This design comes from an exercise in tuning for small area, a short achievable clock period and few clock cycles per item on the open sky130 flow, not from production work.
In this exercise RTL edits were held to simulation tests only and were not proved equivalent to the original.
Power is estimated from default activity; no workload was simulated.

## design/flow/flow/run.sh

```bash
#!/bin/bash
set -euo pipefail
bash standard.sh SETUP_SLACK_MARGIN=8.5 finish > standard_flow.log 2>&1
```

## design/flow/standard.sh

```bash
#!/bin/bash
# synth_recipe.tcl (not shown) runs the flow's synth.tcl, then flattens the netlist and writes it again
# the make line also repeats each setting of config.mk as NAME=value (left out here)
make -C /OpenROAD-flow-scripts/flow DESIGN_CONFIG=/design/flow/config.mk WORK_HOME=/design/flow/orfs CLKGATE_MAP_FILE= SYNTH_SCRIPT=/design/flow/synth_recipe.tcl "${@:-finish}"
```

## design/flow/config.mk

```make
export PLATFORM = sky130hd
export DESIGN_NAME = alu_datapath
export DESIGN_NICKNAME = alu_datapath
export VERILOG_FILES = /design/flow/design.v
export SDC_FILE = /design/flow/constraint.sdc
export NUM_CORES = 4
export LEC_CHECK = 0
export CAP_MARGIN = 20
export CORE_MARGIN = 2
export CORE_UTILIZATION = 45
export SLEW_MARGIN = 20
```

## design/flow/constraint.sdc

```tcl
create_clock -name core_clock -period 13.0 [get_ports {clock}]
set_input_delay 2.6000 -clock core_clock [delete_from_list [all_inputs] [get_ports {clock}]]
set_output_delay 2.6000 -clock core_clock [all_outputs]
set_load 0.01 [all_outputs]
```

## design/flow/design.v

```verilog
`default_nettype none
package alu_types_pkg;
	typedef logic [32-1:0] word_t;
	typedef logic [2*32-1:0] dword_t;
	typedef enum logic [3:0] {
		OP_AND  = 4'd0,
		OP_OR   = 4'd1,
		OP_NEG  = 4'd2,
		OP_NOT  = 4'd3,
		OP_ADD  = 4'd4,
		OP_SUB  = 4'd5,
		OP_MUL  = 4'd6,
		OP_DIV  = 4'd7,
		OP_SHR  = 4'd8,
		OP_SHRA = 4'd9,
		OP_SHL  = 4'd10,
		OP_ROR  = 4'd11,
		OP_ROL  = 4'd12
	} alu_op_t;
	typedef struct packed {
		alu_op_t op;
		word_t   y;
		word_t   b;
	} operand_s;
endpackage
`default_nettype wire
`default_nettype none
package alu_ctrl_pkg;
	typedef enum logic [1:0] {
		DIV_IDLE,
		DIV_PREP,
		DIV_ITER,
		DIV_FIX
	} div_state_t;
	typedef struct packed {
		logic [32-1:0] hi;
		logic [32-1:0] lo;
	} result_s;
endpackage
`default_nettype wire
`timescale 1ns/1ps
`default_nettype none
module alu_datapath (
	input  wire        clock,
	input  wire        rst_n,
	input  wire [31:0] bus,
	input  wire        y_in,
	input  wire        start,
	input  wire [3:0]  op,
	output wire [31:0] z_hi,
	output wire [31:0] z_lo,
	output logic       done,
	output logic       busy
);
	localparam int W = 43;    
	localparam logic [3:0] OP_AND = 4'd0, OP_OR = 4'd1, OP_NEG = 4'd2, OP_NOT = 4'd3,
		OP_ADD = 4'd4, OP_SUB = 4'd5, OP_MUL = 4'd6, OP_DIV = 4'd7,
		OP_SHR = 4'd8, OP_SHRA = 4'd9, OP_SHL = 4'd10, OP_ROR = 4'd11, OP_ROL = 4'd12;
	logic [31:0] y_q;       
	logic        ypend;     
	logic [31:0] b_q;       
	logic        f_and, f_or, f_not, f_ar, f_shr, f_shra, f_shl, f_rot;
	logic [4:0]  rsh_q;     
	logic [4:0]  lsa_q, lsd_q;    
	logic        x_inv_q, w_b_q, w_inv_q;
	logic        v_s;       
	logic        p_div;     
	logic        st_mul;    
	logic        st_p2;     
	logic        st_dit;    
	logic        st_fin;    
	logic        st_last;   
	logic [4:0]  cnt;
	logic [33:0] a_q;       
	logic [34:0] c_q;       
	logic        lc;        
	logic [31:0] q_q;       
	logic [3:0]  dg_one, dg_two, dg_neg;    
	logic        neg_q, neg_r;
	logic        triv_q;    
	logic        bz_q;      
	logic [63:0] z_q;
	wire take     = start & ~busy;
	wire mul_end  = st_mul & (cnt == 5'd3);
	wire div_end  = st_dit & (cnt == 5'd31);
	logic [31:0] ax_src;
	always_comb begin
		if (st_dit)       ax_src = {a_q[30:0], q_q[31]};
		else if (st_fin)  ax_src = q_q;
		else if (st_last) ax_src = a_q[31:0];
		else              ax_src = y_q;
	end
	wire [31:0] ax = ax_src ^ {32{x_inv_q}};
	wire [31:0] aw = st_last ? c_q[31:0] : ({32{w_b_q}} & (b_q ^ {32{w_inv_q}}));
	wire        acin = x_inv_q | (w_b_q & w_inv_q) | (st_last & lc);
	wire [32:0] addr_w = {ax, 1'b1} + {aw, acin};
	wire [31:0] addr = addr_w[32:1];
	wire [31:0] sh_src = st_p2 ? q_q : y_q;
	wire [4:0]  sh_amt = st_p2 ? cnt : b_q[4:0];
	wire [5:0]  mk_amt = {st_p2 & triv_q, sh_amt};    
	logic [31:0] rot;
	always_comb begin
		rot = sh_src;
		for (int i = 0; i < 5; i++) begin
			if (rsh_q[i]) rot = (rot >> (1 << i)) | (rot << (32 - (1 << i)));
		end
	end
	wire [31:0] lomask = mk_amt[5] ? 32'hffffffff : ~(32'hffffffff << mk_amt[4:0]);
	wire [31:0] himask = ~(32'hffffffff >> sh_amt);
	wire [31:0] sh_lo = rot & lomask;
	wire [31:0] sh_shl = rot & ~lomask;
	wire [31:0] sh_shr = rot & ~himask;
	wire [31:0] sh_shra = sh_shr | (himask & {32{y_q[31]}});
	wire [31:0] sres = ({32{f_and}} & (y_q & b_q)) | ({32{f_or}} & (y_q | b_q)) |
	                   ({32{f_not}} & ~y_q) | ({32{f_ar}} & addr) |
	                   ({32{f_shr}} & sh_shr) | ({32{f_shra}} & sh_shra) |
	                   ({32{f_shl}} & sh_shl) | ({32{f_rot}} & rot);
	wire fin_add = st_fin & a_q[31];
	wire [3:0] one = dg_one | {3'b0, fin_add};
	wire [3:0] two = dg_two;
	wire [3:0] neg = dg_neg | {3'b0, fin_add & (neg_r ^ b_q[31])};
	wire [33:0] m34 = {{2{b_q[31]}}, b_q};
	logic [33:0] mag [4];
	always_comb begin
		for (int j = 0; j < 4; j++) begin
			mag[j] = (one[j] ? m34 : (two[j] ? {m34[32:0], 1'b0} : 34'd0)) ^ {34{neg[j]}};
		end
	end
	logic         acc_on;    
	wire [W-1:0]  sx = acc_on ? {{(W-34){a_q[33]}}, a_q} :
	                   (st_fin ? {{(W-32){a_q[31]}}, a_q[31:0]} ^ {W{neg_r}} : '0);
	wire [W-1:0]  cx = acc_on ? {{(W-35){c_q[34]}}, c_q} : '0;
	wire [W-1:0]  r1 = {{(W-34){mag[0][33]}}, mag[0]};
	wire [W-1:0]  r2 = {{(W-36){mag[1][33]}}, mag[1], {2{neg[1]}}};
	wire [W-1:0]  r3 = {{(W-38){mag[2][33]}}, mag[2], {4{neg[2]}}};
	wire [W-1:0]  r4 = {{(W-40){mag[3][33]}}, mag[3], {6{neg[3]}}};
	function automatic [2*W-1:0] csa(input [W-1:0] x, input [W-1:0] y, input [W-1:0] z, input cin);
		logic [W-1:0] m;
		m = (x & y) | (x & z) | (y & z);
		csa = {x ^ y ^ z, m[W-2:0], cin};    
	endfunction
	wire [W-1:0]  s1a, c1a, s1b, c1b, s2, c2, s3, c3;
	assign {s1a, c1a} = csa(sx, cx, r1, neg[0]);
	assign {s1b, c1b} = csa(r2, r3, r4, neg[1]);
	assign {s2, c2}   = csa(s1a, c1a, s1b, neg[2]);
	assign {s3, c3}   = csa(s2, c2, c1b, neg[3]);
	wire [9:0]    low_w = {1'b0, s3[7:0], 1'b1} + {1'b0, c3[7:0], lc};
	wire [8:0]    low = low_w[9:1];
	function automatic [2:0] booth(input [2:0] g);    
		booth = {g[1] ^ g[0], (g == 3'b011) | (g == 3'b100), g[2] & ~(g[1] & g[0])};
	endfunction
	wire [31:0] mq = (cnt == 5'd0) ? y_q : q_q;
	wire [7:0]  y_nx = ypend ? b_q[7:0] : y_q[7:0];
	wire [8:0]  dsrc = busy ? mq[15:7] : {y_nx, 1'b0};
	logic [3:0] dn_one, dn_two, dn_neg;
	always_comb begin
		for (int j = 0; j < 4; j++) begin
			{dn_one[j], dn_two[j], dn_neg[j]} = booth(dsrc[2*j +: 3]);
		end
	end
	function automatic [4:0] lsb31(input [31:0] x);
		logic [30:0] t;
		t = x[30:0] ^ x[31:1];
		lsb31 = 5'd31;
		for (int i = 0; i < 31; i++) begin
			if (t[i]) lsb31 = 5'(30 - i);
		end
	endfunction
	wire [4:0] ls_y = ypend ? lsd_q : lsb31(y_q);
	wire [6:0] kval = 7'd31 + {2'b0, lsa_q} - {2'b0, lsd_q} - {6'd0, y_q[31]};    
	wire [4:0] kneg = 5'd1 + lsd_q - lsa_q + {4'd0, y_q[31]};    
	wire bz   = (b_q == 32'd0);
	wire triv = bz | (~kval[6] & kval[5]);
	wire [4:0] kcl = kval[6] ? 5'd0 : kval[4:0];
	wire [4:0] kclneg = (triv | kval[6]) ? 5'd0 : kneg;
	always_ff @(posedge clock or negedge rst_n) begin
		if (!rst_n) begin
			y_q   <= '0;
			ypend <= 1'b0;
		end else begin
			if (y_in & ~take) y_q <= bus;
			else if (ypend)   y_q <= b_q;
			ypend <= y_in & take;
		end
	end
	always_ff @(posedge clock) begin
		if (!busy) begin
			b_q    <= bus;
			f_and  <= (op == OP_AND);
			f_or   <= (op == OP_OR);
			f_not  <= (op == OP_NOT);
			f_ar   <= (op == OP_NEG) | (op == OP_ADD) | (op == OP_SUB);
			f_shr  <= (op == OP_SHR);
			f_shra <= (op == OP_SHRA);
			f_shl  <= (op == OP_SHL);
			f_rot  <= (op == OP_ROR) | (op == OP_ROL);
			rsh_q  <= ((op == OP_SHL) | (op == OP_ROL)) ? 5'd0 - bus[4:0] : bus[4:0];
			lsa_q  <= ls_y;
			lsd_q  <= lsb31(bus);
		end else if (p_div) begin
			rsh_q  <= kclneg;    
		end
		x_inv_q <= (take & ((op == OP_NEG) | ((op == OP_DIV) & (ypend ? b_q[31] : y_q[31])))) |
		           ((div_end | (st_p2 & triv_q)) & neg_q);
		w_b_q   <= (take & ((op == OP_ADD) | (op == OP_SUB))) | (st_p2 & ~triv_q) | (st_dit & ~div_end);
		w_inv_q <= (take & (op == OP_SUB)) | (st_p2 & ~b_q[31]) | (st_dit & (~addr[31] ^ b_q[31]));
	end
	always_ff @(posedge clock or negedge rst_n) begin
		if (!rst_n) begin
			v_s     <= 1'b0;
			p_div   <= 1'b0;
			st_mul  <= 1'b0;
			st_p2   <= 1'b0;
			st_dit  <= 1'b0;
			st_fin  <= 1'b0;
			st_last <= 1'b0;
			busy    <= 1'b0;
			done    <= 1'b0;
		end else begin
			v_s     <= take & (op != OP_MUL) & (op != OP_DIV);
			p_div   <= take & (op == OP_DIV);
			st_mul  <= (take & (op == OP_MUL)) | (st_mul & ~mul_end);
			st_p2   <= p_div;
			st_dit  <= (st_p2 & ~triv_q) | (st_dit & ~div_end);
			st_fin  <= div_end | (st_p2 & triv_q);
			st_last <= mul_end | st_fin;
			if (take) busy <= (op == OP_MUL) | (op == OP_DIV);
			else if (mul_end | st_fin) busy <= 1'b0;
			done    <= v_s | st_last;
		end
	end
	always_ff @(posedge clock) begin
		if (!busy) cnt <= 5'd0;
		else if (p_div) cnt <= triv ? 5'd0 : kcl;
		else if (st_mul | st_dit) cnt <= cnt + 5'd1;
		if (p_div) begin
			neg_q  <= (y_q[31] ^ b_q[31]) | bz;
			neg_r  <= y_q[31];
			triv_q <= triv;
			bz_q   <= bz;
		end
		if ((take & (op == OP_MUL)) | (st_mul & ~mul_end)) begin
			dg_one <= dn_one;
			dg_two <= dn_two;
			dg_neg <= dn_neg;
		end else begin
			dg_one <= '0;
			dg_two <= '0;
			dg_neg <= '0;
		end
		acc_on <= st_mul & ~mul_end;
		if (!busy) lc <= 1'b0;
		else if (st_mul) lc <= low[8];
		else if (st_fin) lc <= neg_r;
		if (st_mul) a_q <= s3[41:8];
		else if (st_fin) a_q <= {2'b0, s3[31:0]};
		else if (st_p2) a_q <= {2'b0, sh_lo};
		else if (st_dit) a_q <= {2'b0, addr};
		if (st_mul) c_q <= c3[42:8];
		else if (st_fin) c_q <= {3'b0, c3[31:0]};
		if (p_div | st_fin) q_q <= addr;
		else if (st_mul) q_q <= {low[7:0], mq[31:8]};
		else if (st_p2) q_q <= {sh_shl[31:1], sh_shl[0] | bz_q};
		else if (st_dit) q_q <= {q_q[30:0], ~addr[31]};
	end
	wire [31:0] zh_d = st_last ? addr : 32'd0;
	wire [31:0] zl_d = st_last ? q_q : sres;
	wire zload = v_s | st_last;
	always_ff @(posedge clock or negedge rst_n) begin
		if (!rst_n) z_q <= '0;
		else if (zload) z_q <= {zh_d, zl_d};
	end
	assign z_hi = z_q[63:32];
	assign z_lo = z_q[31:0];
endmodule
`default_nettype wire
```

==> results_dict.tcl, run 1 <==
set metrics [dict create \
    die_w_um 272 \
    path_max_fanout 4 \
    cts_tree "yes" \
    cts_buffers 39 \
    die_area_mm2 0.0742 \
    antenna_found_initial 15 \
    synth_compound_area_frac 0.211 \
    avgViaCountPerCell 6.90 \
    crit_arrival_ps 5140 \
    cts.sinks 285 \
    yosysTopAreaCellShare 0.145 \
    hp-class "reg -> reg" \
    startpoint_type "register" \
    routedWlPerCell_um 35.8 \
    yosys.area_share.simple 0.136 \
    synthAdderAreaFrac 0.123 \
    path_class "reg -> reg" \
    clock_skew_ps 42.4 \
    pin_count 106 \
    drt_wl_total_um 170000 \
    fin_crit_ps 4840 \
    grt-ovfl-total 0 \
    ys.flop_type "edfxtp_1" \
    grt_pass1_wl_um 239000 \
    holdBufCountCts 0 \
    synthArstFlopShare 0.372 \
    cp-end-kind "register" \
    design.core.area_mm2 0.0714 \
    path_clk_slew_ps 60 \
    insertion_delay_ps 600 \
    clockBufferDepth 3 \
    final_cell_mix "nand2_1, o21ai_0, a21oi_1" \
    drtAntennaViolNets 0 \
    drtIter0Drc 5633 \
    portBuffers 105 \
    dieHeight_um 272 \
    slew_headroom 0.179 \
    yosys.area.top_type "edfxtp_1" \
    outcome "no timing/DRC/antenna violations" \
    rsz0062_at_grt "yes" \
    gp_congestion 1.08 \
    hold_viol 0 \
    synth_warnings 2 \
    final_common_cell "nand2_1" \
    synth_cell_types 81 \
    grt_start_max_net_pins 69 \
    tightest_slew_ps 1230 \
    drive_gt1_frac 0.140 \
    fin_setup_tns_ps 0 \
    post-dp-hpwl_um 123000 \
    max-cap-violations 0 \
    cts_root_buffer "clkbuf_16" \
    seq_area_frac_synth 0.241 \
    finalNetCount 4041 \
    syn2layout_area_growth_pct 13.9 \
    drc_errors 0 \
    vias 32900 \
    rows 98 \
    synth_xor_area_frac 0.0745 \
    cts_max_level 2 \
    whs_ps 479 \
    avgSynthCellArea_um2 8.54 \
    crit_required_ps 13300 \
    synth_cells 3795 \
    synth_top_family_by_area "compound AO/OA/AOI/OAI gates" \
    first_pass_iters 6 \
    netlist_area_mm2 0.0324 \
    synth.mux.area_fraction 0.137 \
    grt_usage 0.453 \
    synth-edff-count 157 \
    power_density_mw_per_mm2 225 \
    power_leakage_nw 14.4 \
    fill_cells 6777 \
    ir_drop_mv 0.113 \
    syn_nets 4060 \
    fin_crit_sh 0.372 \
    synth-seq-cells 285 \
    first_global_vias 30200 \
    start_util 0.454 \
    drv_slew 0 \
    setup_viol 0 \
    fmax_ghz 0.207 \
    synth_top_cells_by_area "edfxtp_1, fa_1, dfrtp_1" \
]
-- kinds of logic (layout without fill, tap and decap cells) --
kind of cell | count (synthesis) | after routing
AOI/OAI and AO/OA | 1092 | 1092
and+or+nand+nor | 983 | 983
buffers and inverters | 637 | 649
muxes | 297 | 297
DFF | 285 | 285
xor gates and xnor gates | 276 | 276
adders and majority gates | 225 | 225
other | 0 | 11
-- layer usage --
| metal | share of wire | vias up | GRT usage |
|---|---|---|---|
| li1 | - | 13500 | - |
| met2 | 0.39 | 2815 | 0.603 |
| met1 | 0.39 | 16000 | 0.616 |
| met3 | 0.16 | 577 | 0.184 |
| met5 | 0.0011 | - | 0.00963 |
| met4 | 0.070 | 18 | 0.253 |
-- Yosys cell counts (all sizes together) (54+ instances only) --
| library cell | n |
|---|---|
| ha | 70 |
| edfxtp | 157 |
| o21ai | 327 |
| a21oi | 279 |
| and2 | 55 |
| mux2 | 64 |
| a22oi | 73 |
| nand3 | 54 |
| mux2i | 122 |
| fa | 155 |
| xor2 | 81 |
| o22ai | 64 |
| nor3 | 57 |
| inv | 271 |
| mux4 | 111 |
| buf | 71 |
| dfrtp | 106 |
| clkbuf | 290 |
| nor2 | 244 |
| xnor2 | 195 |
| nand2 | 401 |
-- through the flow --
step                      cell area (um^2)  power [mW]  cells  setup slack (ps)  utilization
after detailed placement             34500        6.59   4640              7260        0.483
after floorplan                      32500        4.42   3795              8500            -
after global routing                 36900        8.52   4758              8110        0.517
after CTS                            36700        7.92   4750              8290        0.514
after global placement               34400        6.58   4639              7280        0.482
final                                36900        8.31   4768              8160        0.518
-- where the power goes --
part | internal, mW | switching [mW] | total (mW) | leakage (nW)
sequential | 1.26 | 0.431 | 1.70 | 2.90
combinational | 1.95 | 3.44 | 5.39 | 10.8
clock | 0.734 | 0.483 | 1.22 | 0.704
-- registers in the layout, summed over array words and instances (netlist names), 5 cells and up --
signal / flops
b_q: 32
y_q: 32
q_q: 32
rsh_q: 5
c_q: 33
lsa_q: 5
cnt: 5
lsd_q: 5
z_q: 64
a_q: 33
-- area by class of cell --
class / instances / area (um^2) / share of cell area
multi-input cells: 2873 / 22600 / 0.611
flip-flops and latches: 285 / 7830 / 0.212
repair buffers: 301 / 2860 / 0.0773
clock buffers: 58 / 1260 / 0.0340
well taps: 950 / 1190 / 0.0322
inverters: 276 / 1040 / 0.0280
clock inverters: 14 / 171 / 0.00464
diodes: 11 / 27.5 / 0.000745
-- worst paths after layout --
kind,startpoint,cells after the start,slack (ps),end
worst min-delay path,z_q[54],2,480,z_q[54]
worst min register to register,z_q[54],2,480,z_q[54]
min in group asynchronous,rst_n,1,2080,z_q[1]
worst max register to register,st_fin,20,8160,q_q[31]
worst max-delay path,st_fin,20,8160,q_q[31]
max in group asynchronous,rst_n,2,9670,z_q[44]
-- critical path: stages (launching register included) --
cell	delay, ps
dfrtp_2	430
buf_16	150
a21oi_4	170
buf_8	130
buf_4	110
and3_1	170
a21oi_2	50
xor2_2	170
fa_1	530
inv_1	50
fa_1	480
fa_1	570
inv_2	60
ha_4	230
a21oi_4	160
o21ai_2	80
o41ai_2	330
xor2_1	230
nand2_2	120
a21oi_2	250
a21oi_1	60
-- repair_timing --
item | 4_1_cts | 5_1_grt
endpoints found under the setup margin | 118 | 35
pin swaps | 12 | 14
resized for setup | 64 | 48
buffers inserted | 30 | 7
cloned | 8 | 0
Testbench counts, summed over its fixed seeds: cycles 8,185, ops 2,400.
==> run 2, diff against run 1 <==
--- a/design/flow/design.v
+++ b/design/flow/design.v
@@ -75,4 +75,6 @@
 	logic [34:0] c_q;       
 	logic        lc;        
+	logic [7:0]  sl, cl;    
+	logic        lm_q;      
 	logic [31:0] q_q;       
 	logic [3:0]  dg_one, dg_two, dg_neg;    
@@ -93,5 +95,5 @@
 	wire [31:0] ax = ax_src ^ {32{x_inv_q}};
 	wire [31:0] aw = st_last ? c_q[31:0] : ({32{w_b_q}} & (b_q ^ {32{w_inv_q}}));
-	wire        acin = x_inv_q | (w_b_q & w_inv_q) | (st_last & lc);
+	wire        acin = x_inv_q | (w_b_q & w_inv_q) | (st_last & low[8]);
 	wire [32:0] addr_w = {ax, 1'b1} + {aw, acin};
 	wire [31:0] addr = addr_w[32:1];
@@ -145,5 +147,5 @@
 	assign {s2, c2}   = csa(s1a, c1a, s1b, neg[2]);
 	assign {s3, c3}   = csa(s2, c2, c1b, neg[3]);
-	wire [9:0]    low_w = {1'b0, s3[7:0], 1'b1} + {1'b0, c3[7:0], lc};
+	wire [9:0]    low_w = {1'b0, sl, 1'b1} + {1'b0, cl, lc};
 	wire [8:0]    low = low_w[9:1];
 	function automatic [2:0] booth(input [2:0] g);    
@@ -250,7 +252,18 @@
 		end
 		acc_on <= st_mul & ~mul_end;
-		if (!busy) lc <= 1'b0;
-		else if (st_mul) lc <= low[8];
-		else if (st_fin) lc <= neg_r;
+		if (!busy) begin
+			lc <= 1'b0;
+			sl <= 8'd0;
+			cl <= 8'd0;
+		end else if (st_mul) begin
+			lc <= low[8];
+			sl <= s3[7:0];
+			cl <= c3[7:0];
+		end else if (st_fin) begin
+			lc <= neg_r;
+			sl <= 8'hff;
+			cl <= 8'd0;
+		end
+		lm_q <= mul_end;
 		if (st_mul) a_q <= s3[41:8];
 		else if (st_fin) a_q <= {2'b0, s3[31:0]};
@@ -265,5 +278,5 @@
 	end
 	wire [31:0] zh_d = st_last ? addr : 32'd0;
-	wire [31:0] zl_d = st_last ? q_q : sres;
+	wire [31:0] zl_d = st_last ? (lm_q ? {low[7:0], q_q[31:8]} : q_q) : sres;
 	wire zload = v_s | st_last;
 	always_ff @(posedge clock or negedge rst_n) begin
==> design/flow/flow/run.sh (replaced) <==
#!/bin/bash
set -euo pipefail
bash standard.sh SETUP_SLACK_MARGIN=9 finish > standard_flow.log 2>&1
==> run 2 against run 1 <==
Compared with the run above: the layout now fails its checks (max-capacitance violations, max-slew violations); synthesized area down 3.6%; final cell count increased by 0.42%; combinational power down 14%; non-clock buffer count rose by 63; register-to-register slack improved by 270 ps; die area shrank 3.6%; clock power shrank 9%; clock-buffer cell count down 2; largest cell class unchanged; highest routed layer unchanged.
==> results_dict.tcl, run 2 <==
set metrics [dict create \
    fin_crit_sh 0.352 \
    post-dp-hpwl_um 115000 \
    drtAntennaViolNets 0 \
    slew_headroom -0.0416 \
    synth_top_cells_by_area "edfxtp_1, fa_1, dfrtp_1" \
    crit_slowest_cell "dfxtp_4" \
    hold_viol 0 \
    cp-end-kind "register" \
    drive_gt1_frac 0.175 \
    avgSynthCellArea_um2 8.36 \
    fin_crit_ps 4570 \
    synth-edff-count 157 \
    drv_slew 2 \
    first_pass_iters 6 \
    fill_cells 6415 \
    cts_max_level 2 \
    cts.sinks 302 \
    synth_cells 3738 \
    rr_worst_depth 31 \
    crit_arrival_ps 5070 \
    so_faults "max-capacitance violations, max-slew violations" \
    hp-start "z_q[37]" \
    multi_input_area_mm2 0.0224 \
    top_register "z_q" \
    ys.flop_type "edfxtp_1" \
    dr_wl_met3_um 23200 \
    slowest_delay_ps 360 \
    seqCellArea_mm2 0.00818 \
    final_common_cell "nand2_1" \
    yosysTopAreaCellShare 0.151 \
    wl_met2_um 64600 \
    power_leakage_nw 14.8 \
    gp_congestion 1.06 \
    drt_wl_total_um 162000 \
    cts_tree "yes" \
    grt_start_max_net_pins 74 \
    path_max_fanout 3 \
    top_layer "met5" \
    vias 31800 \
    hold_end "z_q[37]" \
    grt_pass1_wl_um 226000 \
    final_cell_mix "nand2_1, a21oi_1, o21ai_0" \
    yosys.area.top_type "edfxtp_1" \
    antenna_found_initial 19 \
    synth_cell_types 75 \
    yosys-top-cells-count "nand2_1, o21ai_0, a21oi_1" \
    crit_required_ps 13500 \
    rsz0062_at_grt "yes" \
    insertion_delay_ps 610 \
    fmax_ghz 0.219 \
    drtIter0Drc 5151 \
    portBuffers 105 \
    path_class "reg -> reg" \
    synth_warnings 2 \
    p_total_mw 7.47 \
    clockBufferDepth 3 \
    grt_usage 0.450 \
    design.core.area_mm2 0.0687 \
    pin_count 106 \
    cpMostUsedCell "buf_4" \
    synthArstFlopShare 0.351 \
    avgViaCountPerCell 6.65 \
    routedWlPerCell_um 33.9 \
    hold_depth 2 \
    cts_buffers 39 \
    yosysMostFrequentCell "nand2_1" \
    ir_drop_mv 0.123 \
    path_clk_slew_ps 70 \
    power_density_mw_per_mm2 200 \
    first_global_vias 29100 \
    syn2layout_area_growth_pct 19.6 \
    tightest_slew_ps 1520 \
    fin_setup_tns_ps 0 \
    cts_root_buffer "clkbuf_16" \
    max-cap-violations 1 \
    largest_reg_flops 64 \
    outcome "failed layout checks" \
    reg2reg_from "sl[0]" \
    seq_area_frac_synth 0.261 \
    wl_met1_um 61200 \
    die_w_um 268 \
    finalNetCount 4081 \
    dieHeight_um 268 \
    hp-class "reg -> reg" \
    rows 96 \
    start_util 0.455 \
    setup_viol 0 \
    holdBufCountCts 0 \
    drc_errors 0 \
    die_area_mm2 0.0716 \
    r2r-end "lc" \
    synth-seq-cells 302 \
    clock_skew_ps 23.5 \
    syn_nets 4003 \
    startpoint_type "register" \
    netlist_area_mm2 0.0312 \
    worst-r2r-setup-slack_ps 8430 \
    reg_top3 "z_q x64, a_q x33, c_q x33" \
    grt-ovfl-total 0 \
]
-- run 2: cell types whose count changed after synthesis, moves of 22 or more --
cell      delta
a21oi_1     +45
a221oi_1    -26
a22oi_1     -25
inv_1       -22
mux2i_1     +27
mux4_2      -60
nand2_1     +42
o21ai_0     +30
o21ai_1     -23
o22ai_1     -25
xor2_1      +23
-- run 2: per-layer routing --
layer  vias up  global-route usage
met4        18               0.287
met3       645               0.153
met1     15300               0.594
met5         -             0.00624
met2      2571               0.625
li1      13300                   -
-- run 2: cell families (layout without fill, tap and decap cells) --
kind of cell,Yosys count,count (layout),share of synthesized area
AOI/OAI and AO/OA,1081,1081,0.213
and+or+nand+nor,1003,1004,0.142
buffers and inverters,579,687,0.0706
DFF,302,302,0.261
xor gates and xnor gates,280,280,0.0785
muxes,268,268,0.108
adders and majority gates,225,225,0.127
other,0,10,0
-- run 2: repair_timing --
action,4_1_cts,5_1_grt
buffers inserted,95,32
pin swaps,76,96
endpoints found under the setup margin,256,109
gates resized for setup,310,187
gates cloned,7,0
-- run 2: metrics by stage --
stage	util	cell area [um^2]	worst slack, ps	hold WS (ps)	cells
floorplan	-	31300	8630	431	3738
global placement	0.484	33200	7560	463	4572
detailed placement	0.484	33300	7520	470	4572
CTS	0.529	36300	8610	480	4746
global route	0.543	37300	8320	499	4779
finish	0.544	37400	8430	470	4788
-- run 2: cell type report --
| class | instances | area share |
|---|---|---|
| diodes | 10 | 0.000670 |
| clock buffers | 56 | 0.0297 |
| clock inverters | 16 | 0.00332 |
| inverters | 251 | 0.0258 |
| multi-input cells | 2858 | 0.600 |
| flip-flops and latches | 302 | 0.219 |
| well taps | 931 | 0.0312 |
| repair buffers | 364 | 0.0899 |
-- run 2: how the worst max path moves through the flow --
stage / to / depth (start not counted) / startpoint / slack (ps)
floorplan: lsd_q[1] / 11 / bus[3] / 8630
global placement: a_q[31] / 16 / st_last / 7560
detailed placement: a_q[31] / 16 / st_last / 7520
CTS: a_q[31] / 16 / st_last / 8610
global route: lc / 31 / sl[0] / 8320
finish: lc / 31 / sl[0] / 8430
-- run 2: critical path, delay by kind of cell (launching register included) --
| family | cells | cell delay, ps |
|---|---|---|
| buffers and inverters | 23 | 2710 |
| AOI/OAI and AO/OA | 5 | 940 |
| DFF | 1 | 360 |
| adders and majority gates | 1 | 250 |
| and+or+nand+nor | 2 | 190 |
-- run 2: report_power, final --
part	internal [mW]	switching [mW]	total (mW)
clock network	0.602	0.510	1.11
logic	1.68	2.94	4.62
registers	1.31	0.420	1.73
Testbench counts of run 2, summed over its fixed seeds: cycles 8,185, ops 2,400.

## port drivers added, routing unchanged
No port has a modelled driver above. Below, the same layouts with a new extraction and two added sets of constraints. Step 1: set_driving_cell puts a clkbuf_16 on clock and a buf_2 on each other input, an assumption about the parent block. Step 2, shift: input delay + t, output delay - t, t = (earliest + latest rising clock arrival at the registers) / 2. This alone moves slack from input paths to output paths. Slacks: ideal / step 1 / step 2; pairs: ideal / step 1.
run | shift t [ns] | slack for setup (ns) | worst setup path after step 2 | cell pins on the clock port's net
run 1 | 0.651 | 8.159 / 8.159 / 8.115 | input to register | 1
run 2 | 0.659 | 8.425 / 8.425 / 8.425 | register to register | 1
The setup slack of run 1, which loses most, moves by 0.000 ns with the drivers and by -0.044 ns with both steps.
